Source: an optimization exercise on an open RTL-to-GDS flow (aim: small area, a short achievable clock period and few clock cycles per item). Production flows keep margins and buffers that such runs may drop. In this exercise RTL edits were held to simulation tests only and were not proved equivalent to the original.

<file path="flow/run.sh">
#!/bin/bash
# synth_recipe.tcl (not shown) runs the flow's synth.tcl, then flattens the netlist and writes it again
# the make line also repeats each setting of config.mk as NAME=value (left out here)
make -C /OpenROAD-flow-scripts/flow DESIGN_CONFIG=/design/flow/config.mk WORK_HOME=/design/flow/orfs CLKGATE_MAP_FILE= SYNTH_SCRIPT=/design/flow/synth_recipe.tcl finish
</file>
<file path="flow/config.mk">
export PLATFORM = sky130hd
export DESIGN_NAME = rs_polymul
export DESIGN_NICKNAME = rs_polymul
export VERILOG_FILES = /design/flow/design.v
export SDC_FILE = /design/flow/constraint.sdc
export NUM_CORES = 4
export LEC_CHECK = 0
export CAP_MARGIN = 20
export CORE_MARGIN = 2
export CORE_UTILIZATION = 40
export SLEW_MARGIN = 20
</file>
<file path="flow/constraint.sdc">
create_clock -name core_clock -period 5.0 [get_ports {CLK}]
set_input_delay 1.0000 -clock core_clock [delete_from_list [all_inputs] [get_ports {CLK}]]
set_output_delay 1.0000 -clock core_clock [all_outputs]
set_load 0.01 [all_outputs]
</file>
<file path="flow/design.v">
package rs_pkg;
   localparam int SYM_W = 6;                         
   localparam logic [SYM_W-1:0] GF_POLY = 6'b00_0011;
   localparam int NUM_SYND = 20;                     
   localparam int NUM_EPS  = 21;                     
   localparam int NUM_PROD = 15;
endpackage
module gf_expand
(
   input  logic [rs_pkg::SYM_W-1:0]    a,               
   output logic [rs_pkg::NUM_PROD-1:0] f                
);
   logic t0;
   logic t1;
   logic t2;
   logic t3;
   logic t4;
   assign t0 = a[1] ^ a[5];
   assign t1 = a[0] ^ a[4];
   assign t2 = a[2] ^ a[5];
   assign t3 = a[2] ^ t0;
   assign t4 = a[3] ^ a[4];
   assign f[0] = a[4] ^ t2;
   assign f[1] = t3 ^ t4;
   assign f[2] = a[1] ^ a[3];
   assign f[3] = t0;
   assign f[4] = t3;
   assign f[5] = a[2];
   assign f[6] = t1 ^ t2;
   assign f[7] = t1;
   assign f[8] = t2;
   assign f[9] = a[0] ^ t0;
   assign f[10] = a[0] ^ a[3];
   assign f[11] = a[3] ^ t0;
   assign f[12] = a[3] ^ t1;
   assign f[13] = a[0] ^ a[5];
   assign f[14] = a[5] ^ t4;
endmodule
module gf_contract
(
   input  logic [rs_pkg::NUM_PROD-1:0] p,               
   output logic [rs_pkg::SYM_W-1:0]    c                
);
   logic t0;
   logic t1;
   logic t2;
   logic t3;
   logic t4;
   logic t5;
   logic t6;
   logic t7;
   assign t0 = p[0] ^ p[11];
   assign t1 = p[3] ^ p[12];
   assign t2 = p[2] ^ t0;
   assign t3 = p[7] ^ p[8];
   assign t4 = p[10] ^ t1;
   assign t5 = p[4] ^ t3;
   assign t6 = p[5] ^ p[13];
   assign t7 = p[14] ^ t2;
   assign c[0] = p[10] ^ p[12] ^ t3 ^ t7;
   assign c[1] = p[3] ^ p[9] ^ t6 ^ t7;
   assign c[2] = p[6] ^ p[8] ^ t2 ^ t4 ^ t6;
   assign c[3] = p[14] ^ t1 ^ t5;
   assign c[4] = p[5] ^ p[11] ^ p[14] ^ t4;
   assign c[5] = p[1] ^ p[13] ^ t0 ^ t4 ^ t5;
endmodule
module polymul_ctrl
(
   input  logic CLK,                                 
   input  logic RESET,                               
   input  logic enable,                              
   input  logic sync,                                
   output logic load,                                
   output logic done                                 
);
   assign load = enable && sync;
   always_ff @(posedge CLK or negedge RESET) begin
      if (!RESET) begin
         done <= 1'b0;
      end
      else if (enable) begin
         done <= sync;
      end
   end
endmodule
module epsilon_shifter
(
   input  logic                                          CLK,        
   input  logic                                          load,       
   input  logic [rs_pkg::NUM_SYND-1:0][rs_pkg::SYM_W-1:0] d,         
   output logic [rs_pkg::NUM_SYND-1:0][rs_pkg::SYM_W-1:0] q          
);
   always_ff @(posedge CLK) begin
      if (load) begin
         q <= d;
      end
   end
endmodule
module syndrome_mac
(
   input  logic [rs_pkg::NUM_SYND-1:0][rs_pkg::SYM_W-1:0]  syndrome_in,    
   input  logic [rs_pkg::NUM_SYND-1:0][rs_pkg::SYM_W-1:0]  epsilon_in,     
   output logic [rs_pkg::NUM_SYND-1:0][rs_pkg::SYM_W-1:0]  product         
);
   logic [rs_pkg::NUM_SYND-1:0][rs_pkg::NUM_PROD-1:0] s_f;       
   logic [rs_pkg::NUM_SYND-1:0][rs_pkg::NUM_PROD-1:0] e_f;       
   logic [rs_pkg::NUM_SYND-1:0][rs_pkg::NUM_PROD-1:0] acc;       
   for (genvar i = 0; i < rs_pkg::NUM_SYND; i++) begin : g_exp
      gf_expand u_s (.a (syndrome_in[i]), .f (s_f[i]));
      gf_expand u_e (.a (epsilon_in[i]),  .f (e_f[i]));
   end
   always_comb begin
      for (int j = 0; j < rs_pkg::NUM_SYND; j++) begin
         acc[j] = '0;
         for (int k = 0; k <= j; k++) begin
            acc[j] = acc[j] ^ (e_f[k] & s_f[j-k]);
         end
      end
   end
   for (genvar j = 0; j < rs_pkg::NUM_SYND; j++) begin : g_con
      gf_contract u_c (.p (acc[j]), .c (product[j]));
   end
endmodule
module rs_polymul
(
   input  logic                            CLK,            
   input  logic                            RESET,          
   input  logic                            enable,         
   input  logic                            sync,           
   input  logic [rs_pkg::NUM_SYND-1:0][rs_pkg::SYM_W-1:0]  syndrome_in,    
   input  logic [rs_pkg::NUM_EPS-1:0][rs_pkg::SYM_W-1:0]   epsilon_in,     
   output logic [rs_pkg::NUM_SYND-1:0][rs_pkg::SYM_W-1:0]  syndrome_out,   
   output logic                            done            
);
   logic             load;                           
   logic [rs_pkg::NUM_SYND-1:0][rs_pkg::SYM_W-1:0] product;     
   polymul_ctrl u_ctrl (
      .CLK    (CLK),
      .RESET  (RESET),
      .enable (enable),
      .sync   (sync),
      .load   (load),
      .done   (done)
   );
   syndrome_mac u_mac (
      .syndrome_in  (syndrome_in),
      .epsilon_in   (epsilon_in[rs_pkg::NUM_SYND-1:0]),
      .product      (product)
   );
   epsilon_shifter u_res (
      .CLK  (CLK),
      .load (load),
      .d    (product),
      .q    (syndrome_out)
   );
endmodule
</file>
==> results of run 1 <==
## cells by family after synthesis
family / count (synthesis) / synth area share (%)
buffers and inverters: 568 / 4.24
and+or+nand+nor: 3155 / 20.9
AOI/OAI and AO/OA: 11 / 0.129
DFF: 121 / 6.35
xor gates and xnor gates: 3844 / 68.3
muxes: 1 / 0.0197
## cell usage after synthesis (all sizes together)
cell type,count,area share [%]
a211oi,1,0.013
a21oi,1,0.0088
a32o,1,0.018
a32oi,3,0.046
and2,1,0.011
buf,200,1.8
clkbuf,367,2.4
dfrtp,1,0.044
edfxtp,120,6.3
inv,1,0.0066
mux2,1,0.020
nand2,227,1.5
nand2b,29,0.32
nand3,5,0.044
nor2,2883,19
nor2b,10,0.11
o21ai,5,0.044
xnor2,2832,44
xnor3,379,15
xor2,630,9.7
xor3,3,0.12
## flip-flops by register name, summed over array words and instances, names as in the netlist
register     count
u_ctrl.done      1
u_res.q        120
## layout by cell type, fill, tap and decap left out, drive strengths merged
cell type	netlist	layout
nand3	5	5
and2	1	1
dlymetal6s2s	0	1
clkdlybuf4s50	0	363
edfxtp	120	120
buf	200	1480
bufinv	0	3
xor3	3	3
a21oi	1	1
nand2b	29	29
mux2	1	1
a211oi	1	1
xor2	630	630
clkinv	0	3
inv	1	7
dfrtp	1	1
a32oi	3	3
clkbuf	367	18
nand2	227	227
clkinvlp	0	2
nor2	2883	2883
xnor3	379	379
o21ai	5	5
nor2b	10	10
xnor2	2832	2832
a32o	1	1
diode	0	18
## final timing paths
check | end | cells after the start
min | u_ctrl.done | 1
max reg2reg | u_ctrl.done | 1
max in group asynchronous | u_ctrl.done | 1
max | u_res.q[104] | 10
min in group asynchronous | u_ctrl.done | 1
min reg2reg | u_ctrl.done | 1
## through the flow
step	std cells	setup WS, ns	TNS (ns)
after detailed placement	10867	-0.466	-8.24
after CTS	10899	0.0432	0
after global placement	10867	-0.504	-7.68
after floorplan	7700	0.753	0
final	10917	-0.0805	-0.251
after global routing	10903	-0.00300	-0.00300
## final cells by class
type                            count  share of cell area (%)
Inverter                            1                 0.00502
Antenna cell                       18                  0.0602
Tap cell                         1890                    3.16
Clock inverter                     14                   0.251
Multi-Input combinational cell   7011                    68.7
Timing Repair Buffer             1844                    22.4
Clock buffer                       18                   0.573
Sequential cell                   121                    4.85
## per-layer routing
layer	GRT usage, %	vias to the layer above
li1	-	25748
met1	59.4	29097
met2	71.5	4298
met3	18.2	1086
met4	40.7	18
met5	0.926	-
==> impl_metrics.ini, run 1 <==
[outcome]
status = failed layout checks
check.faults = setup timing

[place]
portBuffers = 364
globalplace.congestion = 1.16
dp_hpwl_um = 302000
dpl_cell_area_um2 = 74100

[synthesis]
synth_cell_types = 28
synth_cells = 7700
syn_area_um2 = 57100
syn_avg_cell_area_um2 = 7.42
yosysWarningCount = 3
seq_area_frac_synth_pct = 6.35
synth-seq-cells = 121
synth_fp_nets = 7950

[setup_path]
critical_path_class = in2reg
path_buf_inv = 1
path_common_cell = xnor3_1
cp-start-kind = input port
cp_slowest_stage_delay_ns = 0.89
crit_family = XOR/XNOR gates
crit_start = syndrome_in[72]
path_cells = clkdlybuf4s50_1 > xnor3_1 > nor2_1 > xor2_1 > xnor2_1 > xnor3_1 > xnor2_1 > xnor3_1 > xnor3_1 > xnor2_1
worstPathMaxFanout = 4
cp_data_required_time_ns = 5.24
critPathSlowestCell = clkdlybuf4s50_1
crit_arrival_ns = 5.32
r2r_slack_ns = 4.26
r2r_start = u_ctrl.done
worst_setup_path_end_kind = register

[die]
dieArea_um2 = 146000
pin_count = 371
coreArea_um2 = 142000
die_h_um = 382
die_w_um = 382
start_util_pct = 40.4
rows = 138

[clocking]
cts_buffers = 17
clk-insertion-delay-late_ns = 0.51
cts_setup_buffers = 0
cts_repair_resize_count = 0
root_buffer = clkbuf_16
clk_pin_slew_ns = 0.06
postCtsHoldBufs = 0
clockBufferDepth = 2
cts.sinks = 121
tritoncts = yes
htree_levels = 4

[finish]
fin_util_pct = 52.9
nFillCells = 13658
drive_above_1_share_pct = 17.6
fin_area_um2 = 74800
area_growth_pct = 31.0
nNetsFinal = 9246
multi_input_area_um2 = 51400
regArea_um2 = 3630

[run]
cap_violations = 0

[drt]
drc = 0
drt_iter0_markers = 8472
met3_length_um = 48900
vias = 60247
drt-total-wl_um = 372000
drtAntennaViolNets = 0
met1Wirelength_um = 135000
via_per_inst = 5.52
met2_length_um = 150000
top_layer_used = met5
routedWlPerCell_um = 34.1
drtPass1Iterations = 8

[global_routing]
grt_pass1_vias = 56954
grt_remaining_overflow = 0
grt_pass1_wl_um = 496000
grt_max_degree = 58
track_usage_pct = 49.9
antenna_found_initial = 27

[hold_path]
min_from = u_ctrl.done
min_path_type = reg2reg

[timing]
clock.fmax_mhz = 197
setup_ws_ns = -0.0805
finalHoldViolCount = 0
clock_skew_ns = 0
fin_crit_sh_pct = 102
drv_slew = 0
hold_slack_ns = 0.517
tightest_slew_ns = 1.19
setup_viol = 4
min_period_ns = 5.08
slew_headroom_pct = 20.3
Testbench counts, summed over its fixed seeds: cycles 384, jobs 384.
==> run 2, diff against run 1 <==
==> flow/flow/run.sh (new file) <==
#!/bin/bash
# Standard ORFS layout; the only change is the cell used for the port
# buffers (a buf_4 instead of the delay buffer buffer_ports picks itself).
set -euo pipefail
bash standard.sh BUFFER_PORTS_ARGS="-buffer_cell sky130_fd_sc_hd__buf_4" finish > standard_flow.log 2>&1
==> flow/standard.sh (new file) <==
#!/bin/bash
# synth_recipe.tcl (not shown) runs the flow's synth.tcl, then flattens the netlist and writes it again
# the make line also repeats each setting of config.mk as NAME=value (left out here)
make -C /OpenROAD-flow-scripts/flow DESIGN_CONFIG=/design/flow/config.mk WORK_HOME=/design/flow/orfs CLKGATE_MAP_FILE= SYNTH_SCRIPT=/design/flow/synth_recipe.tcl "${@:-finish}"
--- a/flow/config.mk
+++ b/flow/config.mk
@@ -9,3 +9,4 @@
 export CORE_MARGIN = 2
-export CORE_UTILIZATION = 40
+export CORE_UTILIZATION = 60
+export SETUP_SLACK_MARGIN = 1.0
 export SLEW_MARGIN = 20
removed: flow/run.sh
==> run 2 against run 1 <==
- maximum frequency grew 22%
- now clean on timing, DRC and antenna
- largest cell class unchanged
- core utilization increased by 18 points
- register-to-register slack got worse by 0.04 ns
- synthesized area unchanged
- setup slack improved by 0.92 ns
- first-iteration DRC count grew 44%
- sequential share of layout area rose by 0.56 points
==> impl_metrics.ini, run 2 <==
[timing]
fin_crit_sh_pct = 83.3
tns_ns = 0
slew_headroom_pct = 12.8
clock_skew_ns = 0
tightest_slew_ns = 1.30
rsz0062_at_grt = yes
setup_ws_ns = 0.836
min_period_ns = 4.16
drv_slew = 0
finalHoldViolCount = 0
clock.fmax_mhz = 240
setup_viol = 0

[place]
place_ws_ns = 0.166
globalplace.congestion = 1.20
portBuffers = 364
dp_hpwl_um = 239000
dp_cells = 9392

[synthesis]
synth_edf_count = 120
synth_cells = 7700
synth_fp_nets = 7950
syn_area_um2 = 57100
seq_area_frac_synth_pct = 6.35
yosysMostFrequentCell = nor2_1
synthTopCellsByArea = xnor2_1 43%, nor2_1 19%, xnor3_1 15%
syn_avg_cell_area_um2 = 7.42
synth-seq-cells = 121
synthFlopType = edfxtp_1
yosysWarningCount = 3
synth_top_area_share_pct = 43.2
async_flop_share_pct = 0.826
synth_common_cells = 2881 x nor2_1, 2821 x xnor2_1, 627 x xor2_1
yosys.area.top_type = xnor2_1
synth_cell_types = 28

[drt]
drt-total-wl_um = 320000
routedWlPerCell_um = 33.6
drc = 0
drtAntennaViolNets = 0
drtPass1Iterations = 19
drt_iter0_markers = 12235
vias = 61745
via_per_inst = 6.47

[finish]
top_regs = u_res.q (120), u_ctrl.done (1)
drive_above_1_share_pct = 16.9
final_cells = 9536
top_register = u_res.q
fin_util_pct = 70.8
final_cell_mix = 2876 x nor2_1, 2692 x xnor2_1, 1013 x buf_4
area_growth_pct = 17.3
nNetsFinal = 8492
largest_reg_flops = 120
layout_commonest_cell = nor2_1

[clocking]
tritoncts = yes
clk-insertion-delay-late_ns = 0.46
clk_pin_slew_ns = 0.07
htree_levels = 4
cts_buffers = 17
clockBufferDepth = 2
root_buffer = clkbuf_16
cts.sinks = 121

[global_routing]
grt_max_degree = 73
antenna_found_initial = 17
use_met1_pct = 66.3
met2_usage_pct = 83.4
grt_remaining_overflow = 0
grtUsageMet3_pct = 41.8
track_usage_pct = 63.4
grt_pass1_wl_um = 436000
grt_pass1_vias = 56953
top_usage_layer = met2

[die]
pin_count = 371
die_w_um = 313
dieArea_um2 = 97700
rows = 113
die_h_um = 313
coreArea_um2 = 94700
start_util_pct = 60.3

[outcome]
status = finished clean

[setup_path]
cp-start-kind = input port
cp_data_required_time_ns = 5.21
worstPathMaxFanout = 6
crit_arrival_ns = 4.38
path_cells = buf_4 > xnor3_2 > nor2_1 > xnor2_1 > xnor2_1 > xnor2_1 > xnor3_2 > xnor3_2 > xor2_2 > xnor3_1
critical_path_class = in2reg
critPathSlowestCell = xnor3_2
cp_slowest_stage_delay_ns = 0.60
worst_setup_path_end_kind = register

[run]
cap_violations = 0

[hold_path]
min_path_type = in2async
## run 2: metrics by stage
stage	hold WS, ns	area, um2
after floorplan	0.551	57200
after global placement	0.490	64200
after detailed placement	0.544	64200
after CTS	0.296	65500
after global routing	0.289	67000
final	0.298	67000
## run 2: kinds of logic (layout without fill, tap and decap cells)
logic type / after synthesis / count (layout) / synth area share, %
buf+inv: 568 / 1122 / 4.24
simple gates: 3155 / 3155 / 20.9
xor+xnor: 3844 / 3845 / 68.3
other cells: 0 / 16 / 0
compound gates: 11 / 11 / 0.129
mux: 1 / 1 / 0.0197
flops: 121 / 121 / 6.35
## run 2: path summary, 6_finish.rpt
check / from / endpoint / slack, ns / cells after the start
hold reg to reg: u_ctrl.done / u_ctrl.done / 0.56 / 1
setup reg to reg: u_ctrl.done / u_ctrl.done / 4.22 / 1
min in group core_clock: u_ctrl.done / u_ctrl.done / 0.56 / 1
setup / recovery: syndrome_in[84] / u_res.q[119] / 0.84 / 10
hold / removal: RESET / u_ctrl.done / 0.30 / 1
max in group asynchronous: RESET / u_ctrl.done / 4.62 / 1
## run 2: area by class of cell
class	instances	area, um2
Timing Repair Buffer	1089	8620
Tap cell	1265	1580
Clock buffer	18	429
Clock inverter	14	164
Multi-Input combinational cell	7012	52600
Inverter	1	3.75
Fill cell	7585	27700
Sequential cell	121	3630
Antenna cell	16	40.0
## run 2: layer usage
layer / routed length [um] / up-vias
li1: - / 24236
met1: 97200 / 28415
met2: 117000 / 6605
met3: 61600 / 2437
met4: 41900 / 52
met5: 2730 / -
## run 2: worst max-delay path: cells and delay by family
kind / cells / cell delay (ns)
and+or+nand+nor: 1 / 0.16
xor gates and xnor gates: 8 / 2.78
buffers and inverters: 1 / 0.42
## run 2: repair_timing
item                                    in CTS  in global routing
pin swaps                                   14                 93
cloned                                       0                  1
endpoints found under the setup margin      54                 56
resized for setup                          118                188
buffers inserted                            20                 74
hold buffers                                 0                  0
==> run 3, diff against run 2 <==
==> flow/flow/run.sh (replaced) <==
#!/bin/bash
# Standard ORFS layout with two changes: the port buffers are buf_4 cells
# (buffer_ports otherwise picks a slow delay buffer), and the 3-input XOR
# cells are not used (two 2-input XORs are smaller and about as fast).
set -euo pipefail
DU="sky130_fd_sc_hd__probe_p_8 sky130_fd_sc_hd__probec_p_8 sky130_fd_sc_hd__lpflow_bleeder_1 sky130_fd_sc_hd__lpflow_clkbufkapwr_1 sky130_fd_sc_hd__lpflow_clkbufkapwr_16 sky130_fd_sc_hd__lpflow_clkbufkapwr_2 sky130_fd_sc_hd__lpflow_clkbufkapwr_4 sky130_fd_sc_hd__lpflow_clkbufkapwr_8 sky130_fd_sc_hd__lpflow_clkinvkapwr_1 sky130_fd_sc_hd__lpflow_clkinvkapwr_16 sky130_fd_sc_hd__lpflow_clkinvkapwr_2 sky130_fd_sc_hd__lpflow_clkinvkapwr_4 sky130_fd_sc_hd__lpflow_clkinvkapwr_8 sky130_fd_sc_hd__lpflow_decapkapwr_12 sky130_fd_sc_hd__lpflow_decapkapwr_3 sky130_fd_sc_hd__lpflow_decapkapwr_4 sky130_fd_sc_hd__lpflow_decapkapwr_6 sky130_fd_sc_hd__lpflow_decapkapwr_8 sky130_fd_sc_hd__lpflow_inputiso0n_1 sky130_fd_sc_hd__lpflow_inputiso0p_1 sky130_fd_sc_hd__lpflow_inputiso1n_1 sky130_fd_sc_hd__lpflow_inputiso1p_1 sky130_fd_sc_hd__lpflow_inputisolatch_1 sky130_fd_sc_hd__lpflow_isobufsrc_1 sky130_fd_sc_hd__lpflow_isobufsrc_16 sky130_fd_sc_hd__lpflow_isobufsrc_2 sky130_fd_sc_hd__lpflow_isobufsrc_4 sky130_fd_sc_hd__lpflow_isobufsrc_8 sky130_fd_sc_hd__lpflow_isobufsrckapwr_16 sky130_fd_sc_hd__lpflow_lsbuf_lh_hl_isowell_tap_1 sky130_fd_sc_hd__lpflow_lsbuf_lh_hl_isowell_tap_2 sky130_fd_sc_hd__lpflow_lsbuf_lh_hl_isowell_tap_4 sky130_fd_sc_hd__lpflow_lsbuf_lh_isowell_4 sky130_fd_sc_hd__lpflow_lsbuf_lh_isowell_tap_1 sky130_fd_sc_hd__lpflow_lsbuf_lh_isowell_tap_2 sky130_fd_sc_hd__lpflow_lsbuf_lh_isowell_tap_4 sky130_fd_sc_hd__xor3_1 sky130_fd_sc_hd__xor3_2 sky130_fd_sc_hd__xor3_4 sky130_fd_sc_hd__xnor3_1 sky130_fd_sc_hd__xnor3_2 sky130_fd_sc_hd__xnor3_4"
bash standard.sh DONT_USE_CELLS="$DU" BUFFER_PORTS_ARGS="-buffer_cell sky130_fd_sc_hd__buf_4" finish > standard_flow.log 2>&1
--- a/flow/config.mk
+++ b/flow/config.mk
@@ -9,3 +9,3 @@
 export CORE_MARGIN = 2
-export CORE_UTILIZATION = 60
+export CORE_UTILIZATION = 50
 export SETUP_SLACK_MARGIN = 1.0
==> run 3 against run 2 <==
- synthesized cell count grew 1.7%
- first-iteration DRC count shrank 30%
- maximum frequency up 0.68%
==> impl_metrics.ini, run 3 <==
[run]
cap_violations = 0

[clocking]
clockBufferDepth = 2
cts_buffers = 17
postCtsHoldBufs = 0
root_buffer = clkbuf_16
clk_pin_slew_ns = 0.07
clk-insertion-delay-late_ns = 0.48
tritoncts = yes
cts.sinks = 121
htree_levels = 4

[setup_path]
crit_start = syndrome_in[17]
worstPathMaxFanout = 7
path_buf_inv = 3
critical_path_class = in2reg
crit_family = XOR/XNOR gates
path_cells = buf_4 > xnor2_2 > xnor2_2 > xnor2_1 > nor2_1 > xor2_1 > xnor2_1 > xnor2_1 > buf_4 > xnor2_1 > xnor2_1 > buf_4 > xnor2_1 > xnor2_1
crit_arrival_ns = 4.35
cp-start-kind = input port
cp_data_required_time_ns = 5.21
critPathSlowestCell = xnor2_1
cp_slowest_stage_delay_ns = 0.71
path_common_cell = xnor2_1
worst_setup_path_end_kind = register
r2r_start = u_ctrl.done

[die]
pin_count = 371
rows = 121
coreArea_um2 = 109000
die_w_um = 336
dieArea_um2 = 113000
die_h_um = 336
start_util_pct = 50.6

[synthesis]
synth_common_cells = 3137 x xnor2_1, 1684 x nand2_1, 1444 x nor2_1
async_flop_share_pct = 0.826
seq_area_frac_synth_pct = 6.56
synth_cells = 7832
syn_area_um2 = 55300
synth_fp_nets = 8082
synthFlopType = edfxtp_1
syn_avg_cell_area_um2 = 7.06
synth_cell_types = 27
synth_edf_count = 120
synthTopCellsByArea = xnor2_1 50%, nand2_1 11%, xor2_1 10%
yosys.area.top_type = xnor2_1
synth-seq-cells = 121
synth_top_area_share_pct = 49.7
yosysMostFrequentCell = xnor2_1
yosysWarningCount = 3

[drt]
drtAntennaViolNets = 0
via_per_inst = 5.73
drt_iter0_markers = 8504
vias = 56893
routedWlPerCell_um = 31.4
drtPass1Iterations = 6
drc = 0
drt-total-wl_um = 312000

[place]
dp_hpwl_um = 247000
portBuffers = 364
place_ws_ns = 0.0795
globalplace.congestion = 1.14

[hold_path]
min_path_type = in2async

[finish]
drive_above_1_share_pct = 18.2
top_regs = u_res.q (120), u_ctrl.done (1)
nNetsFinal = 8682
largest_reg_flops = 120
layout_commonest_cell = xnor2_1
top_register = u_res.q
final_cell_mix = 2973 x xnor2_1, 1684 x nand2_1, 1444 x nor2_1
area_growth_pct = 19.1

[timing]
clock.fmax_mhz = 242
tightest_slew_ns = 1.25
setup_ws_ns = 0.864
setup_viol = 0
slew_headroom_pct = 16.0
rsz0062_at_grt = yes
hold_slack_ns = 0.282
clock_skew_ns = 0
min_period_ns = 4.14
finalHoldViolCount = 0
drv_slew = 0
fin_crit_sh_pct = 82.7

[global_routing]
grt_remaining_overflow = 0
track_usage_pct = 53.8
antenna_found_initial = 3
grt_pass1_vias = 52362
grt_pass1_wl_um = 423000
grt_max_degree = 121

[outcome]
status = finished clean
-- run 3: cell types whose count changed in the layout (fill, tap and decap cells not counted), moves of 9 or more --
| cell | before | now |
|---|---|---|
| xnor2_1 | 2692 | 2973 |
| buf_4 | 1013 | 1087 |
| xnor3_2 | 102 | 0 |
| xnor3_1 | 269 | 0 |
| xnor2_2 | 122 | 282 |
| nand2b_1 | 29 | 13 |
| buf_6 | 53 | 10 |
| nor2_1 | 2876 | 1444 |
| diode_2 | 16 | 3 |
| xnor2_4 | 18 | 97 |
| xnor3_4 | 9 | 0 |
| nand2_1 | 227 | 1684 |
| xor2_1 | 617 | 649 |
-- run 3: logic make-up (layout without fill, tap and decap cells) --
| group | after synthesis | in the layout | synth area share, % |
|---|---|---|---|
| simple gates | 3154 | 3154 | 21.5 |
| xor+xnor | 4003 | 4004 | 67.3 |
| flops | 121 | 121 | 6.56 |
| mux | 1 | 1 | 0.0204 |
| compound gates | 12 | 12 | 0.140 |
| other cells | 0 | 3 | 0 |
| buf+inv | 541 | 1153 | 4.44 |
-- run 3: metal layers --
layer / vias up / global-route usage (%) / wire [um]
met3: 1176 / 25.3 / 51700
met4: 4 / 46.6 / 34900
met5: - / 1.62 / 395
met2: 4577 / 71.5 / 116000
met1: 26718 / 64.0 / 109000
li1: 24418 / - / -
-- run 3: through the flow --
| step | std cells | instance area (um2) | TNS (ns) | utilization (%) |
|---|---|---|---|---|
| 2_1_floorplan | 7832 | 55300 | 0 | - |
| 3_3_place_gp | 9842 | 63200 | -0.346 | 57.8 |
| 3_5_place_dp | 9842 | 63300 | 0 | 57.9 |
| 4_1_cts | 9888 | 64400 | 0 | 58.9 |
| 5_1_grt | 9922 | 65800 | 0 | 60.2 |
| 6_report | 9924 | 65800 | 0 | 60.2 |
-- run 3: final timing paths --
check                         endpoint  slack [ns]  cells after the start
max                        u_res.q[80]        0.86                     14
min                        u_ctrl.done        0.28                      1
max reg2reg                u_ctrl.done        4.24                      1
min reg2reg                u_ctrl.done        0.53                      1
max in group asynchronous  u_ctrl.done        4.64                      1
min in group core_clock    u_ctrl.done        0.53                      1
-- run 3: area by class of cell --
class / count / area, um2
antenna: 3 / 7.51
sequential: 121 / 3630
inverter: 2 / 7.51
timing repair buffer: 1119 / 8710
tap: 1476 / 1850
multi-input combinational: 7171 / 51000
clock buffer: 17 / 425
fill: 10314 / 43500
clock inverter: 15 / 171
-- run 3: timing repair --
item | in CTS | in global routing
pin swaps | 7 | 15
resized for setup | 40 | 121
setup buffers | 14 | 31
gates cloned | 0 | 1
setup endpoints to repair | 53 | 58
==> run 4, diff against run 3 <==
--- a/flow/design.v
+++ b/flow/design.v
@@ -17,22 +17,26 @@
    logic t4;
-   assign t0 = a[1] ^ a[5];
-   assign t1 = a[0] ^ a[4];
-   assign t2 = a[2] ^ a[5];
-   assign t3 = a[2] ^ t0;
-   assign t4 = a[3] ^ a[4];
-   assign f[0] = a[4] ^ t2;
-   assign f[1] = t3 ^ t4;
-   assign f[2] = a[1] ^ a[3];
-   assign f[3] = t0;
-   assign f[4] = t3;
-   assign f[5] = a[2];
-   assign f[6] = t1 ^ t2;
-   assign f[7] = t1;
-   assign f[8] = t2;
-   assign f[9] = a[0] ^ t0;
-   assign f[10] = a[0] ^ a[3];
-   assign f[11] = a[3] ^ t0;
-   assign f[12] = a[3] ^ t1;
-   assign f[13] = a[0] ^ a[5];
-   assign f[14] = a[5] ^ t4;
+   logic t5;
+   logic t6;
+   assign t0 = a[0] ^ a[2];
+   assign t1 = a[0] ^ a[3];
+   assign t2 = a[1] ^ a[2];
+   assign t3 = a[1] ^ a[4];
+   assign t4 = a[1] ^ a[5];
+   assign t5 = a[2] ^ a[3];
+   assign t6 = a[3] ^ a[5];
+   assign f[0] = t0 ^ t4;
+   assign f[1] = t1 ^ t4;
+   assign f[2] = t5;
+   assign f[3] = a[2];
+   assign f[4] = t4;
+   assign f[5] = t2 ^ a[5];
+   assign f[6] = t6;
+   assign f[7] = t3;
+   assign f[8] = t3 ^ t6;
+   assign f[9] = t1 ^ a[1];
+   assign f[10] = t1 ^ t3;
+   assign f[11] = a[4];
+   assign f[12] = t2;
+   assign f[13] = t3 ^ a[0];
+   assign f[14] = t0 ^ a[4];
 endmodule
@@ -51,16 +55,16 @@
    logic t7;
-   assign t0 = p[0] ^ p[11];
-   assign t1 = p[3] ^ p[12];
-   assign t2 = p[2] ^ t0;
-   assign t3 = p[7] ^ p[8];
-   assign t4 = p[10] ^ t1;
-   assign t5 = p[4] ^ t3;
-   assign t6 = p[5] ^ p[13];
-   assign t7 = p[14] ^ t2;
-   assign c[0] = p[10] ^ p[12] ^ t3 ^ t7;
-   assign c[1] = p[3] ^ p[9] ^ t6 ^ t7;
-   assign c[2] = p[6] ^ p[8] ^ t2 ^ t4 ^ t6;
-   assign c[3] = p[14] ^ t1 ^ t5;
-   assign c[4] = p[5] ^ p[11] ^ p[14] ^ t4;
-   assign c[5] = p[1] ^ p[13] ^ t0 ^ t4 ^ t5;
+   assign t0 = p[3] ^ p[7];
+   assign t1 = p[11] ^ t0;
+   assign t2 = p[0] ^ p[1];
+   assign t3 = p[4] ^ t1;
+   assign t4 = p[10] ^ p[12];
+   assign t5 = p[6] ^ p[9];
+   assign t6 = p[14] ^ t2;
+   assign t7 = t3 ^ t4;
+   assign c[0] = p[5] ^ p[13] ^ t1 ^ t5 ^ t6;
+   assign c[1] = p[6] ^ t6 ^ t7;
+   assign c[2] = p[11] ^ p[13] ^ t2 ^ t4;
+   assign c[3] = p[8] ^ p[13] ^ t7;
+   assign c[4] = p[3] ^ p[4] ^ p[8] ^ p[10] ^ t5;
+   assign c[5] = p[1] ^ p[2] ^ t3 ^ t5;
 endmodule
--- a/flow/config.mk
+++ b/flow/config.mk
@@ -10,2 +10,3 @@
 export CORE_UTILIZATION = 50
+export GPL_TIMING_DRIVEN = 0
 export SETUP_SLACK_MARGIN = 1.0
==> run 4 against run 3 <==
- critical endpoint is now u_res.q[91]
- wire length increased by 4.6%
- first-iteration DRC count increased by 4.5%
- synthesized cell count decreased by 0.96%
- cell count decreased by 0.78%
- global-route usage increased by 2.0 points
- maximum frequency decreased by 4.5%
- die area decreased by 1.3%
==> impl_metrics.ini, run 4 <==
[outcome]
status = finished clean

[timing]
rsz0062_at_grt = yes
drv_slew = 0
tightest_slew_ns = 1.29
min_period_ns = 4.33
clock_skew_ns = 0
setup_viol = 0
fin_crit_sh_pct = 86.6
clock.fmax_mhz = 231
hold_slack_ns = 0.316
slew_headroom_pct = 13.4
finalHoldViolCount = 0

[synthesis]
yosysMostFrequentCell = xnor2_1
synth_top_area_share_pct = 51.0
yosys.area.top_type = xnor2_1
synthTopCellsByArea = xnor2_1 51%, nor2_1 13%, xor2_1 10%
yosysWarningCount = 3
synthFlopType = edfxtp_1
synth_cell_types = 22
synth_fp_nets = 8007
synth_cells = 7757
syn_avg_cell_area_um2 = 7.03
synth_common_cells = 3179 x xnor2_1, 1826 x nor2_1, 1266 x nand2_1
seq_area_frac_synth_pct = 6.65
synth_edf_count = 120
synth-seq-cells = 121
async_flop_share_pct = 0.826
syn_area_um2 = 54600

[clocking]
clk_pin_slew_ns = 0.07
root_buffer = clkbuf_16
cts.sinks = 121
tritoncts = yes
cts_buffers = 17
postCtsHoldBufs = 0
htree_levels = 4
clockBufferDepth = 2
clk-insertion-delay-late_ns = 0.44

[drt]
drt-total-wl_um = 326000
met2_length_um = 126000
routedWlPerCell_um = 33.1
via_per_inst = 5.95
drt_iter0_markers = 8888
top_layer_used = met5
drc = 0
drtAntennaViolNets = 0
vias = 58582
drtPass1Iterations = 9
met1Wirelength_um = 107000
met3_length_um = 51900

[finish]
fin_area_um2 = 72600
drive_above_1_share_pct = 23.4
nNetsFinal = 8660
top_register = u_res.q
layout_commonest_cell = xnor2_1
final_cells = 9847
final_cell_mix = 2550 x xnor2_1, 1826 x nor2_1, 1266 x nand2_1
area_growth_pct = 33.1
largest_reg_flops = 120
top_regs = u_res.q (120), u_ctrl.done (1)

[place]
portBuffers = 236
dp_cells = 9437
dp_hpwl_um = 253000
globalplace.congestion = 1.15
dpl_cell_area_um2 = 59300

[setup_path]
worstPathMaxFanout = 10
worst_setup_path_end_kind = register
critPathSlowestCell = xnor2_4
cp_data_required_time_ns = 5.24
path_buf_inv = 3
cp_slowest_stage_delay_ns = 0.66
crit_arrival_ns = 4.58
path_cells = buf_6 > xnor2_4 > buf_12 > clkbuf_2 > nor2_1 > xnor2_1 > xnor2_1 > xnor2_2 > xnor2_4 > xnor2_2 > xor2_2 > xnor2_1 > xor2_1
crit_family = XOR/XNOR gates
critical_path_class = in2reg
path_common_cell = xnor2_1
cp-start-kind = input port

[die]
start_util_pct = 50.3
coreArea_um2 = 109000
die_w_um = 334
rows = 121
pin_count = 371
dieArea_um2 = 112000
die_h_um = 334

[global_routing]
antenna_found_initial = 13
grt_pass1_wl_um = 434000
grt_max_degree = 62
grt_remaining_overflow = 0
grt_pass1_vias = 53235
track_usage_pct = 55.7

[hold_path]
min_path_type = in2async

[run]
cap_violations = 0
## run 4: logic make-up after synthesis
family,count (synthesis),synth area share (%)
flops,121,6.65
compound gates,1,0.0161
xor+xnor,3977,67.1
mux,2,0.0413
buf+inv,504,4.20
simple gates,3152,22.0
## run 4: metal layers
layer  global-route usage [%]  vias to the layer above
li1                         -                    24399
met1                     62.2                    27392
met2                     77.4                     5131
met3                     26.3                     1652
met4                     52.1                        8
met5                        0                        -
## run 4: path summary, 6_finish.rpt
check	from	slack (ns)	depth (start not counted)	to
max	syndrome_in[1]	0.67	13	u_res.q[91]
min	RESET	0.32	1	u_ctrl.done
max reg2reg	u_ctrl.done	4.26	1	u_ctrl.done
min reg2reg	u_ctrl.done	0.52	1	u_ctrl.done
max in group asynchronous	RESET	4.60	1	u_ctrl.done
min in group core_clock	u_ctrl.done	0.52	1	u_ctrl.done
## run 4: through the flow
stage / utilization, % / setup TNS (ns) / setup WS [ns]
global route: 66.9 / 0 / 0.718
CTS: 62.5 / 0 / 0.731
global placement: 53.5 / -80.07 / -1.20
detailed placement: 54.6 / -59.07 / -0.940
finish: 66.9 / 0 / 0.669
floorplan: - / 0 / 1.22
## run 4: timing repair
action                                  4_1_cts  5_1_grt
resized for setup                           861      519
setup buffers                               176      192
endpoints found under the setup margin      119      109
pin swaps                                   118      157
cloned                                        0        0
## run 4: cell type report
type	instances	area, um2
Buffer	504	3010
Clock buffer	17	425
Multi-Input combinational cell	7132	57200
Clock inverter	15	148
Tap cell	1414	1770
Sequential cell	121	3630
Antenna cell	10	25.0
Timing Repair Buffer	634	6450
Fill cell	9119	35900
Testbench counts of run 4, summed over its fixed seeds: cycles 384, jobs 384.
==> run 5, diff against run 4 <==
--- a/flow/config.mk
+++ b/flow/config.mk
@@ -10,3 +10,4 @@
 export CORE_UTILIZATION = 50
-export GPL_TIMING_DRIVEN = 0
+export CTS_CLUSTER_DIAMETER = 50
+export CTS_CLUSTER_SIZE = 8
 export SETUP_SLACK_MARGIN = 1.0
==> run 5 against run 4 <==
- register-to-register slack about the same
- die area unchanged
- setup slack gained 0.24 ns
- final area fell by 7.5%
- clock skew unchanged
- critical path depth rose by 2
- worst hold slack improved by 0.0020 ns
- sequential share of layout area is 0.41 points higher
- synthesized cell count stayed put
==> impl_metrics.ini, run 5 <==
[outcome]
status = finished clean

[setup_path]
r2r_slack_ns = 4.26
reg2reg_depth = 1
r2r_start = u_ctrl.done
rr_endpoint = u_ctrl.done
cp-start-kind = input port
critical_path_class = in2reg
worst_setup_path_end_kind = register
crit_start = syndrome_in[62]
crit_arrival_ns = 4.28
cp_data_required_time_ns = 5.18
worstPathMaxFanout = 13
crit_end = u_res.q[85]

[synthesis]
synth_top_area_share_pct = 51.0
synth_common_cells = 3179 x xnor2_1, 1826 x nor2_1, 1266 x nand2_1
yosys.area.top_type = xnor2_1
seq_area_frac_synth_pct = 6.65
synthTopCellsByArea = xnor2_1 51%, nor2_1 13%, xor2_1 10%
synthFlopType = edfxtp_1
syn_avg_cell_area_um2 = 7.03
yosysMostFrequentCell = xnor2_1
syn_area_um2 = 54600
synth_edf_count = 120
synth_fp_nets = 8007
yosysWarningCount = 3
async_flop_share_pct = 0.826
synth_cells = 7757
synth-seq-cells = 121
synth_cell_types = 22

[finish]
nFillCells = 10034
top_regs = u_res.q (120), u_ctrl.done (1)
top_register = u_res.q
layout_commonest_cell = xnor2_1
final_cell_mix = 2990 x xnor2_1, 1826 x nor2_1, 1266 x nand2_1
largest_reg_flops = 120
area_growth_pct = 23.1
drive_above_1_share_pct = 19.4
final_cells = 9951
nNetsFinal = 8768

[global_routing]
grtUsageMet3_pct = 23.5
use_met1_pct = 62.5
grt_max_degree = 76
top_usage_layer = met2
antenna_found_initial = 9
track_usage_pct = 54.5
grt_pass1_wl_um = 428000
grt_pass1_vias = 53592
met2_usage_pct = 76.3
grt_remaining_overflow = 0

[timing]
tightest_slew_ns = 1.25
drv_slew = 0
tns_ns = 0
min_period_ns = 4.09
fin_crit_sh_pct = 81.9
slew_headroom_pct = 16.6
clock_skew_ns = 0
hold_slack_ns = 0.318
clock.fmax_mhz = 244
rsz0062_at_grt = yes
finalHoldViolCount = 0
setup_viol = 0

[clocking]
tritoncts = yes
cts_buffers = 17
root_buffer = clkbuf_16
clk_pin_slew_ns = 0.07
cts.sinks = 121
postCtsHoldBufs = 0
clockBufferDepth = 2
clk-insertion-delay-late_ns = 0.44
htree_levels = 4

[die]
dieArea_um2 = 112000
pin_count = 371
coreArea_um2 = 109000
start_util_pct = 50.3
die_w_um = 334
rows = 121
die_h_um = 334

[drt]
drc = 0
drtPass1Iterations = 5
drt-total-wl_um = 313000
drt_iter0_markers = 8507
via_per_inst = 5.79
routedWlPerCell_um = 31.5
drtAntennaViolNets = 0
vias = 57625

[hold_path]
min_path_type = in2async

[place]
dp_cells = 9829
globalplace.congestion = 1.23
dp_hpwl_um = 248000
portBuffers = 364

[run]
cap_violations = 0
==> run 5: cell types whose count changed in the layout (fill, tap and decap cells not counted), moves of 7 or more <==
cell	delta
buf_12	-81
clkbuf_4	-97
clkbuf_2	-151
buf_2	-136
xnor2_1	+440
xor2_1	+12
xnor2_4	-224
xor2_2	-7
buf_6	-10
xnor2_2	-216
clkbuf_1	-34
buf_4	+626
==> run 5: critical path: stages <==
cell and delay (ns):
buf_4 0.34, xnor2_1 0.16, xnor2_1 0.25, buf_4 0.34
xnor2_4 0.21, buf_4 0.18, nor2_1 0.05, xnor2_1 0.16
xnor2_1 0.28, xnor2_1 0.14, xnor2_1 0.45, xnor2_2 0.23
xnor2_1 0.18, buf_4 0.16, xnor2_1 0.12
==> run 5: area by class of cell <==
type / instances / area, um2 / area share, %
Timing Repair Buffer: 1246 / 9970 / 14.9
Clock buffer: 17 / 425 / 0.633
Antenna cell: 6 / 15.0 / 0.0224
Clock inverter: 15 / 154 / 0.229
Multi-Input combinational cell: 7132 / 51200 / 76.2
Tap cell: 1414 / 1770 / 2.63
Sequential cell: 121 / 3630 / 5.40
==> run 5: metal layers <==
| metal | up-vias | part of all wire (%) | routed length [um] |
|---|---|---|---|
| met5 | - | 0.023 | 73 |
| met4 | 8 | 12 | 36200 |
| met3 | 1405 | 15 | 47800 |
| met2 | 4745 | 39 | 122000 |
| met1 | 26949 | 34 | 107000 |
| li1 | 24518 | - | - |
==> run 5: kinds of logic (layout without fill, tap and decap cells) <==
| group | after synthesis | after routing | synth area share (%) |
|---|---|---|---|
| xor+xnor | 3977 | 3977 | 67.1 |
| simple gates | 3152 | 3152 | 22.0 |
| buf+inv | 504 | 1278 | 4.20 |
| flops | 121 | 121 | 6.65 |
| mux | 2 | 2 | 0.0413 |
| compound gates | 1 | 1 | 0.0161 |
| other cells | 0 | 6 | 0 |
==> run 5: how the worst min path moves through the flow <==
| stage | from | endpoint | slack (ns) | cells after the start |
|---|---|---|---|---|
| final | RESET | u_ctrl.done | 0.32 | 1 |
| after global routing | RESET | u_ctrl.done | 0.31 | 1 |
| after CTS | RESET | u_ctrl.done | 0.31 | 1 |
| after detailed placement | u_ctrl.done | u_ctrl.done | 0.50 | 1 |
| after global placement | u_ctrl.done | u_ctrl.done | 0.49 | 1 |
| after floorplan | u_ctrl.done | u_ctrl.done | 0.55 | 1 |
==> run 5: timing repair <==
item                                    4_1_cts  5_1_grt
resized for setup                           101      141
buffers inserted                              9       74
endpoints found under the setup margin       64       74
pin swaps                                     8       43
gates cloned                                  0        0
==> run 5: through the flow <==
step	worst slack, ns	utilization [%]	cell area, um2
after global placement	-0.0877	58.4	63300
after floorplan	1.22	-	54600
after CTS	0.861	59.9	65100
final	0.906	61.9	67200
after detailed placement	0.207	58.5	63500
after global routing	0.917	61.9	67100
==> run 6, diff against run 5 <==
--- a/flow/config.mk
+++ b/flow/config.mk
@@ -12,3 +12,4 @@
 export CTS_CLUSTER_SIZE = 8
-export SETUP_SLACK_MARGIN = 1.0
+export SETUP_SLACK_MARGIN = 1.2
 export SLEW_MARGIN = 20
+export TNS_END_PERCENT = 5
==> run 6 against run 5 <==
- register-to-register slack hardly changed
- synthesized area stayed put
- sequential share of layout area is 0.075 points lower
==> impl_metrics.ini, run 6 <==
[global_routing]
grt_remaining_overflow = 0
track_usage_pct = 54.6
grt_pass1_wl_um = 428000
antenna_found_initial = 15
grt_pass1_vias = 53560
grt_max_degree = 76

[setup_path]
cp-start-kind = input port
critical_path_class = in2reg
r2r_start = u_ctrl.done
worst_setup_path_end_kind = register
crit_arrival_ns = 4.21
crit_start = epsilon_in[6]
reg2reg_depth = 1
cp_data_required_time_ns = 5.22
worstPathMaxFanout = 14

[clocking]
clk-insertion-delay-late_ns = 0.44
cts.sinks = 121
clk_pin_slew_ns = 0.07
htree_levels = 4
root_buffer = clkbuf_16
cts_buffers = 17
tritoncts = yes
clockBufferDepth = 2

[drt]
routedWlPerCell_um = 31.4
drc = 0
drt-total-wl_um = 314000
vias = 58348
via_per_inst = 5.84
drtAntennaViolNets = 0
drt_iter0_markers = 8817
drtPass1Iterations = 6

[synthesis]
yosysMostFrequentCell = xnor2_1
synth_cell_types = 22
synth_fp_nets = 8007
seq_area_frac_synth_pct = 6.65
yosysWarningCount = 3
synthTopCellsByArea = xnor2_1 51%, nor2_1 13%, xor2_1 10%
async_flop_share_pct = 0.826
yosys.area.top_type = xnor2_1
synth_edf_count = 120
synth_cells = 7757
synth_common_cells = 3179 x xnor2_1, 1826 x nor2_1, 1266 x nand2_1
synth-seq-cells = 121
synth_top_area_share_pct = 51.0
syn_area_um2 = 54600
syn_avg_cell_area_um2 = 7.03
synthFlopType = edfxtp_1

[die]
die_h_um = 334
start_util_pct = 50.3
pin_count = 371
coreArea_um2 = 109000
die_w_um = 334
dieArea_um2 = 112000
rows = 121

[finish]
top_regs = u_res.q (120), u_ctrl.done (1)
area_growth_pct = 24.8
fin_area_um2 = 68100
fin_util_pct = 62.7
nNetsFinal = 8807
nFillCells = 9916
final_cell_mix = 2964 x xnor2_1, 1826 x nor2_1, 1266 x nand2_1
layout_commonest_cell = xnor2_1
drive_above_1_share_pct = 20.1
largest_reg_flops = 120
top_register = u_res.q

[timing]
clock.fmax_mhz = 251
finalHoldViolCount = 0
setup_viol = 0
hold_slack_ns = 0.325
tns_ns = 0
fin_crit_sh_pct = 79.7
min_period_ns = 3.99
clock_skew_ns = 0
tightest_slew_ns = 1.10
drv_slew = 0
rsz0062_at_grt = yes
slew_headroom_pct = 26.0

[place]
dpl_cell_area_um2 = 63500
globalplace.congestion = 1.23
dp_hpwl_um = 248000
portBuffers = 364

[hold_path]
min_path_type = in2async

[run]
cap_violations = 0

[outcome]
status = finished clean
-- run 6: area by class of cell --
cell class / count / area, um2 / share of cell area (%)
well taps: 1414 / 1770 / 2.60
repair buffers: 1285 / 10500 / 15.4
clock buffers: 17 / 425 / 0.625
clock inverters: 15 / 154 / 0.226
flip-flops and latches: 121 / 3630 / 5.33
multi-input cells: 7132 / 51600 / 75.8
diodes: 11 / 27.5 / 0.0404
-- run 6: path summary, 6_finish.rpt --
kind                               end  slack (ns)
min in group core_clock    u_ctrl.done        0.52
max                        u_res.q[80]        1.01
min reg2reg                u_ctrl.done        0.52
max in group asynchronous  u_ctrl.done        4.59
min                        u_ctrl.done        0.32
max reg2reg                u_ctrl.done        4.26
-- run 6: worst max-delay path: stages --
cell     delay (ns)
buf_4          0.30
xnor2_4        0.10
buf_12         0.17
xnor2_4        0.30
buf_6          0.24
nor2_1         0.08
xor2_1         0.18
xnor2_1        0.20
xnor2_1        0.14
xnor2_2        0.28
xnor2_1        0.17
buf_4          0.26
xor2_2         0.20
xnor2_1        0.12
buf_4          0.16
xnor2_1        0.28
-- run 6: cell families after synthesis --
family          after synthesis  share of synthesized area (%)
xor+xnor                   3977                           67.1
flops                       121                           6.65
mux                           2                         0.0413
compound gates                1                         0.0161
simple gates               3152                           22.0
buf+inv                     504                           4.20
-- run 6: routing by layer --
metal	wire length, um	share of wire [%]	track usage [%]	vias to the layer above
li1	-	-	-	24605
met1	106000	34	63.1	27324
met2	122000	39	76.1	4972
met3	49200	16	22.7	1435
met4	36800	12	49.6	12
met5	87	0.028	0	-
-- run 6: timing repair --
action | 4_1_cts | 5_1_grt
gates resized for setup | 165 | 148
hold endpoints to repair | 0 | 0
buffers inserted | 28 | 95
pin swaps | 23 | 63
setup endpoints to repair | 96 | 93
hold buffers | 0 | 0
-- run 6: stage by stage --
step,cells,setup WS [ns]
floorplan,7757,1.22
global placement,9826,-0.0877
detailed placement,9829,0.207
CTS,9889,1.05
global route,9984,0.967
finish,9995,1.01
==> run 7, diff against run 6 <==
--- a/flow/config.mk
+++ b/flow/config.mk
@@ -9,7 +9,6 @@
 export CORE_MARGIN = 2
-export CORE_UTILIZATION = 50
+export CORE_UTILIZATION = 60
 export CTS_CLUSTER_DIAMETER = 50
 export CTS_CLUSTER_SIZE = 8
-export SETUP_SLACK_MARGIN = 1.2
+export SETUP_SLACK_MARGIN = 1.3
 export SLEW_MARGIN = 20
-export TNS_END_PERCENT = 5
==> run 7 against run 6 <==
- the run now fails in global routing
- synthesized area did not move
- synthesized cell count did not move
==> impl_metrics.ini, run 7 <==
[place]
dp_cells = 9471
portBuffers = 364
dp_hpwl_um = 237000
globalplace.congestion = 1.18
place_ws_ns = -0.137

[synthesis]
synth_fa_ha_area_share_pct = 0
yosys.area.top_type = xnor2_1
synth_top_family_by_area = XOR/XNOR gates
synthFlopType = edfxtp_1
synth-seq-cells = 121
synthMuxAreaShare_pct = 0.0413
synth_fp_nets = 8007
seq_area_frac_synth_pct = 6.65
synth_common_cells = 3179 x xnor2_1, 1826 x nor2_1, 1266 x nand2_1
synth_compound_area_share_pct = 0.0161
synth_top_area_share_pct = 51.0
synth_xor_area_share_pct = 67.1
synth_cells = 7757
async_flop_share_pct = 0.826
synthTopCellsByArea = xnor2_1 51%, nor2_1 13%, xor2_1 10%
synth_cell_types = 22
syn_area_um2 = 54600
yosysWarningCount = 3
syn_avg_cell_area_um2 = 7.03
synth_simple_gate_area_share_pct = 22.0
yosysMostFrequentCell = xnor2_1
synth_edf_count = 120

[outcome]
stop_error = [ERROR GRT-0232] Routing congestion too high. Check the congestion heatmap in the GUI.
status = aborted with a tool error
stop_stage = global routing

[die]
die_w_um = 306
start_util_pct = 60.6
die_h_um = 306
rows = 110
pin_count = 371

[clocking]
cts_buffers = 17
root_buffer = clkbuf_16
htree_levels = 4
cts.sinks = 121
clockBufferDepth = 2

[global_routing]
grt_remaining_overflow = 23
grt_max_degree = 55
track_usage_pct = 76.4

[timing]
endpoint_type = register data pin
crit_endpoint = u_res.q[96]$_DFFE_PP_/D
## run 7: cell counts after synthesis
No cell type changed its count.
## run 7: cells by family after synthesis
| family | after synthesis |
|---|---|
| xor gates and xnor gates | 3977 |
| DFF | 121 |
| and+or+nand+nor | 3152 |
| AOI/OAI and AO/OA | 1 |
| buffers and inverters | 504 |
| muxes | 2 |
## run 7: metal layers
layer / overflow / global-route usage (%)
met1: 1 / 76.7
met2: 15 / 92.2
met3: 0 / 61.8
met4: 7 / 73.7
met5: 0 / 38.9
## run 7: timing repair
item                                    4_1_cts
setup buffers                               145
hold buffers                                  0
endpoints found under the setup margin      103
gates cloned                                  4
pin swaps                                    59
resized for setup                           314
## run 7: stage by stage
| step | TNS (ns) | util (%) | instance area (um2) | hold slack [ns] |
|---|---|---|---|---|
| 4_1_cts | 0 | 74.3 | 66800 | 0.284 |
| 3_5_place_dp | -0.367 | 68.9 | 62000 | 0.514 |
| 3_3_place_gp | -0.163 | 68.9 | 62000 | 0.497 |
| 2_1_floorplan | 0 | - | 54600 | 0.551 |
## run 7: worst max path at each step
stage	slack, ns	to	cells past startpoint
2_1_floorplan	1.30	u_res.q[46]	14
3_3_place_gp	-0.07	u_res.q[24]	12
3_5_place_dp	-0.14	u_res.q[24]	12
4_1_cts	1.15	u_res.q[102]	14
==> run 8, diff against run 7 <==
--- a/flow/config.mk
+++ b/flow/config.mk
@@ -9,6 +9,7 @@
 export CORE_MARGIN = 2
-export CORE_UTILIZATION = 60
+export CORE_UTILIZATION = 55
 export CTS_CLUSTER_DIAMETER = 50
 export CTS_CLUSTER_SIZE = 8
-export SETUP_SLACK_MARGIN = 1.3
+export SETUP_SLACK_MARGIN = 1.5
 export SLEW_MARGIN = 20
+export TNS_END_PERCENT = 5
==> run 8 against run 7 <==
- now clean on timing, DRC and antenna
- synthesized cell count did not move
- synthesized area did not move
==> impl_metrics.ini, run 8 <==
[drt]
drtAntennaViolNets = 0
routedWlPerCell_um = 31.2
drt_iter0_markers = 10394
drc = 0
drtPass1Iterations = 10
drt-total-wl_um = 312000
vias = 61106
via_per_inst = 6.10

[timing]
finalHoldViolCount = 0
rsz0062_at_grt = yes
slew_headroom_pct = 6.11
clock.fmax_mhz = 263
fin_crit_sh_pct = 76.0
clock_skew_ns = 0
setup_viol = 0
tns_ns = 0
tightest_slew_ns = 1.40
drv_slew = 0
min_period_ns = 3.80

[clocking]
postCtsHoldBufs = 0
clk_pin_slew_ns = 0.07
clockBufferDepth = 2
htree_levels = 4
clk-insertion-delay-late_ns = 0.45
cts.sinks = 121
cts_buffers = 17
root_buffer = clkbuf_16
tritoncts = yes

[die]
die_h_um = 319
die_w_um = 319
pin_count = 371
rows = 115
start_util_pct = 55.4
coreArea_um2 = 98400
dieArea_um2 = 102000

[synthesis]
synth_cell_types = 22
synth_cells = 7757
syn_avg_cell_area_um2 = 7.03
yosysWarningCount = 3
yosys.area.top_type = xnor2_1
synth_top_area_share_pct = 51.0
synth-seq-cells = 121
yosysMostFrequentCell = xnor2_1
synthTopCellsByArea = xnor2_1 51%, nor2_1 13%, xor2_1 10%
synth_edf_count = 120
seq_area_frac_synth_pct = 6.65
syn_area_um2 = 54600
synth_common_cells = 3179 x xnor2_1, 1826 x nor2_1, 1266 x nand2_1
synth_fp_nets = 8007
async_flop_share_pct = 0.826
synthFlopType = edfxtp_1

[global_routing]
grt_remaining_overflow = 0
grt_pass1_vias = 55733
grt_max_degree = 48
grt_pass1_wl_um = 423000
track_usage_pct = 58.2
antenna_found_initial = 3

[setup_path]
worst_setup_path_end_kind = register
rr_endpoint = u_ctrl.done
worstPathMaxFanout = 7
crit_arrival_ns = 4.00
critical_path_class = in2reg
cp-start-kind = input port
cp_data_required_time_ns = 5.20
r2r_start = u_ctrl.done
r2r_slack_ns = 4.26
reg2reg_depth = 1

[hold_path]
min_path_type = in2async

[finish]
area_growth_pct = 34.1
largest_reg_flops = 120
fin_area_um2 = 73200
nNetsFinal = 8968
layout_commonest_cell = xnor2_1
top_register = u_res.q
top_regs = u_res.q (120), u_ctrl.done (1)
drive_above_1_share_pct = 23.5
final_cell_mix = 2839 x xnor2_1, 1797 x nor2_1, 1266 x nand2_1

[place]
dpl_cell_area_um2 = 62600
globalplace.congestion = 1.20
portBuffers = 364
dp_hpwl_um = 233000

[run]
cap_violations = 0

[outcome]
status = finished clean
run 8: cell counts after synthesis:
Identical to the previous run, type by type.
run 8: kinds of logic after synthesis:
family | Yosys count | synth area share (%)
AND/OR/NAND/NOR | 3152 | 22.0
XOR/XNOR | 3977 | 67.1
AO/OA/AOI/OAI | 1 | 0.0161
buffers and inverters | 504 | 4.20
flip-flops | 121 | 6.65
multiplexers | 2 | 0.0413
run 8: cell type report:
| cell class | instances | area, um2 |
|---|---|---|
| Antenna cell | 1 | 2.50 |
| Timing Repair Buffer | 1446 | 13600 |
| Tap cell | 1287 | 1610 |
| Fill cell | 7449 | 25300 |
| Clock buffer | 17 | 425 |
| Multi-Input combinational cell | 7132 | 53700 |
| Sequential cell | 121 | 3630 |
| Clock inverter | 15 | 150 |
run 8: worst max-delay path, stage by stage:
cell and delay [ns]:
buf_8 0.17, xnor2_4 0.19, xnor2_4 0.32, xnor2_2 0.17, buf_6 0.18, nor2_1 0.09
xnor2_1 0.34, xnor2_2 0.16, xnor2_2 0.19, xnor2_2 0.28, xnor2_1 0.15, buf_4 0.20
xnor2_1 0.09, buf_4 0.17, xnor2_1 0.14, buf_4 0.15
run 8: per-stage QoR:
step	utilization [%]	std cells	hold WS, ns	setup WS [ns]
after floorplan	-	7757	0.551	1.22
after global placement	63.5	9633	0.493	0.227
after detailed placement	63.6	9634	0.502	0.147
after CTS	69.8	9845	0.294	1.38
after global routing	74.3	10018	0.300	1.17
final	74.3	10019	0.307	1.20
run 8: worst max-delay path by stage:
| stage | startpoint | to | slack [ns] | depth (start not counted) |
|---|---|---|---|---|
| final | epsilon_in[19] | u_res.q[60] | 1.20 | 16 |
| after CTS | syndrome_in[102] | u_res.q[109] | 1.38 | 17 |
| after global routing | syndrome_in[55] | u_res.q[97] | 1.17 | 18 |
| after floorplan | epsilon_in[4] | u_res.q[46] | 1.22 | 14 |
| after detailed placement | syndrome_in[44] | u_res.q[79] | 0.15 | 14 |
| after global placement | epsilon_in[40] | u_res.q[78] | 0.23 | 14 |
run 8: timing repair:
item | 4_1_cts | 5_1_grt
setup buffers | 179 | 169
cloned | 0 | 4
pin swaps | 142 | 288
endpoints found under the setup margin | 108 | 104
resized for setup | 486 | 460
run 8: routing by layer:
metal | global-route usage, % | wire, um | up-vias
met5 | 4.40 | 749 | -
met4 | 54.5 | 40500 | 16
met3 | 31.2 | 56200 | 2119
met2 | 78.4 | 116000 | 5881
met1 | 64.3 | 98600 | 28134
li1 | - | - | 24956
==> run 9, diff against run 8 <==
--- a/flow/config.mk
+++ b/flow/config.mk
@@ -12,4 +12,3 @@
 export CTS_CLUSTER_SIZE = 8
-export SETUP_SLACK_MARGIN = 1.5
+export SETUP_SLACK_MARGIN = 1.2
 export SLEW_MARGIN = 20
-export TNS_END_PERCENT = 5
==> run 9 against run 8 <==
- highest routed layer unchanged
- critical path depth is 1 higher
- non-clock buffer count is 195 lower
- wire length is 2.9% lower
- clock skew stayed put
- critical path type unchanged
- critical endpoint is now u_res.q[90]
- clock-buffer cell count stayed put
==> impl_metrics.ini, run 9 <==
[outcome]
status = finished clean

[timing]
clock.fmax_mhz = 254
clock_skew_ns = 0
min_period_ns = 3.94
tns_ns = 0
drv_slew = 0
rsz0062_at_grt = yes
setup_viol = 0

[clocking]
clk_pin_slew_ns = 0.07
root_buffer = clkbuf_16
tritoncts = yes
postCtsHoldBufs = 0
htree_levels = 4
cts_buffers = 17

[place]
globalplace.congestion = 1.20
dp_cells = 9634
dp_hpwl_um = 233000

[die]
dieArea_um2 = 102000
die_w_um = 319
start_util_pct = 55.4
coreArea_um2 = 98400
rows = 115
pin_count = 371

[finish]
top_regs = u_res.q (120), u_ctrl.done (1)
nNetsFinal = 8773
nFillCells = 8320
largest_reg_flops = 120
final_cells = 9827
drive_above_1_share_pct = 20.1
layout_commonest_cell = xnor2_1
top_register = u_res.q

[setup_path]
r2r_slack_ns = 4.26
r2r_start = u_ctrl.done
critical_path_class = in2reg
worst_setup_path_end_kind = register
cp-start-kind = input port
cp_data_required_time_ns = 5.21
reg2reg_depth = 1
crit_arrival_ns = 4.14
worstPathMaxFanout = 15

[global_routing]
grt_pass1_wl_um = 417000
grt_pass1_vias = 54136
grt_max_degree = 48
track_usage_pct = 57.4
grt_remaining_overflow = 0
antenna_found_initial = 4

[drt]
drt_iter0_markers = 9990
drtAntennaViolNets = 0
via_per_inst = 6.03
vias = 59305

[synthesis]
synth_fp_nets = 8007
synth_top_area_share_pct = 51.0
async_flop_share_pct = 0.826
syn_avg_cell_area_um2 = 7.03
synth_common_cells = 3179 x xnor2_1, 1826 x nor2_1, 1266 x nand2_1
seq_area_frac_synth_pct = 6.65
synth-seq-cells = 121
synth_cell_types = 22
synth_cells = 7757
yosysWarningCount = 3
synthFlopType = edfxtp_1

[run]
cap_violations = 0

[hold_path]
min_path_type = in2async
## run 9: timing repair
action                                  4_1_cts  5_1_grt
resized for setup                           166      301
endpoints found under the setup margin       90       90
cloned                                        0        1
pin swaps                                    28       95
buffers inserted                             45      111
## run 9: per-layer routing
layer	vias up	track usage [%]	wire length [um]
met5	-	4.44	915
met4	16	50.6	36700
met3	1805	30.1	52600
met2	5556	78.1	114000
met1	27394	64.3	99200
li1	24534	-	-
## run 9: layout make-up
| class | instances | area, um2 | area share, % |
|---|---|---|---|
| flip-flops and latches | 121 | 3630 | 5.32 |
| clock inverters | 15 | 150 | 0.220 |
| multi-input cells | 7132 | 51900 | 76.2 |
| repair buffers | 1251 | 10400 | 15.2 |
| well taps | 1287 | 1610 | 2.36 |
| diodes | 4 | 10.0 | 0.0147 |
| clock buffers | 17 | 425 | 0.624 |
## run 9: critical path: stages
cell     delay, ns
buf_4         0.18
xnor2_4       0.18
buf_12        0.18
xnor2_1       0.46
buf_4         0.29
buf_4         0.20
nand2_1       0.08
xnor2_1       0.18
xnor2_1       0.16
xnor2_1       0.15
xnor2_1       0.09
buf_4         0.16
xnor2_1       0.24
xnor2_1       0.13
xnor2_1       0.15
buf_4         0.15
xnor2_1       0.12
## run 9: logic make-up (layout without fill, tap and decap cells)
group	count (synthesis)	count (layout)	share of synthesized area, %
other	0	4	0
and+or+nand+nor	3152	3152	22.0
AOI/OAI and AO/OA	1	1	0.0161
DFF	121	121	6.65
muxes	2	2	0.0413
xor gates and xnor gates	3977	3977	67.1
buffers and inverters	504	1283	4.20
## run 9: per-stage QoR
stage | instance area, um2 | worst slack (ns) | hold slack (ns) | util, %
floorplan | 54600 | 1.22 | 0.551 | -
global placement | 62500 | 0.227 | 0.493 | 63.5
detailed placement | 62600 | 0.147 | 0.502 | 63.6
CTS | 64900 | 1.14 | 0.294 | 66.0
global route | 68100 | 0.971 | 0.300 | 69.2
finish | 68100 | 1.06 | 0.311 | 69.2
## run 9: worst max-delay path by stage
stage,startpoint,endpoint,slack (ns),depth (start not counted)
after floorplan,epsilon_in[4],u_res.q[46],1.22,14
after global placement,epsilon_in[40],u_res.q[78],0.23,14
after detailed placement,syndrome_in[44],u_res.q[79],0.15,14
after CTS,epsilon_in[109],u_res.q[109],1.14,16
after global routing,epsilon_in[46],u_res.q[97],0.97,14
final,epsilon_in[43],u_res.q[90],1.06,17

separate check: timing with driven ports:
The flow's constraints put no driver on any port. The routed layouts listed below were extracted and timed again, unchanged, in two steps. Step 1 sets driving cells, clkbuf_16 on the clock port and buf_2 on the other inputs (assumed; they add their load-dependent delay and slew). Step 2 times the ports against the registers' clock, not the clock port: input delays grow and output delays shrink by t, the midpoint of the rising clock arrivals with the driver on. Three values: no drivers, after step 1, after step 2; two values: the first two.
run | shift t [ns] | setup WS [ns] | hold WS [ns]
run 1 | 0.607 | -0.081 / -0.026 / -0.632 | 0.517 / 0.517 / 0.517
run 2 | 0.532 | 0.836 / 0.869 / 0.337 | 0.298 / 0.268 / 0.562
run 3 | 0.560 | 0.864 / 0.899 / 0.338 | 0.282 / 0.249 / 0.532
run 4 | 0.504 | 0.669 / 0.695 / 0.191 | 0.316 / 0.290 / 0.518
run 5 | 0.501 | 0.906 / 0.941 / 0.440 | 0.318 / 0.300 / 0.516
run 6 | 0.497 | 1.014 / 1.039 / 0.542 | 0.325 / 0.307 / 0.515
run 8 | 0.496 | 1.200 / 1.194 / 0.698 | 0.307 / 0.279 / 0.516
run 9 | 0.490 | 1.061 / 1.091 / 0.601 | 0.311 / 0.287 / 0.515
The setup slack of run 1, which loses most, moves by +0.055 ns with the drivers and by -0.551 ns with both steps.
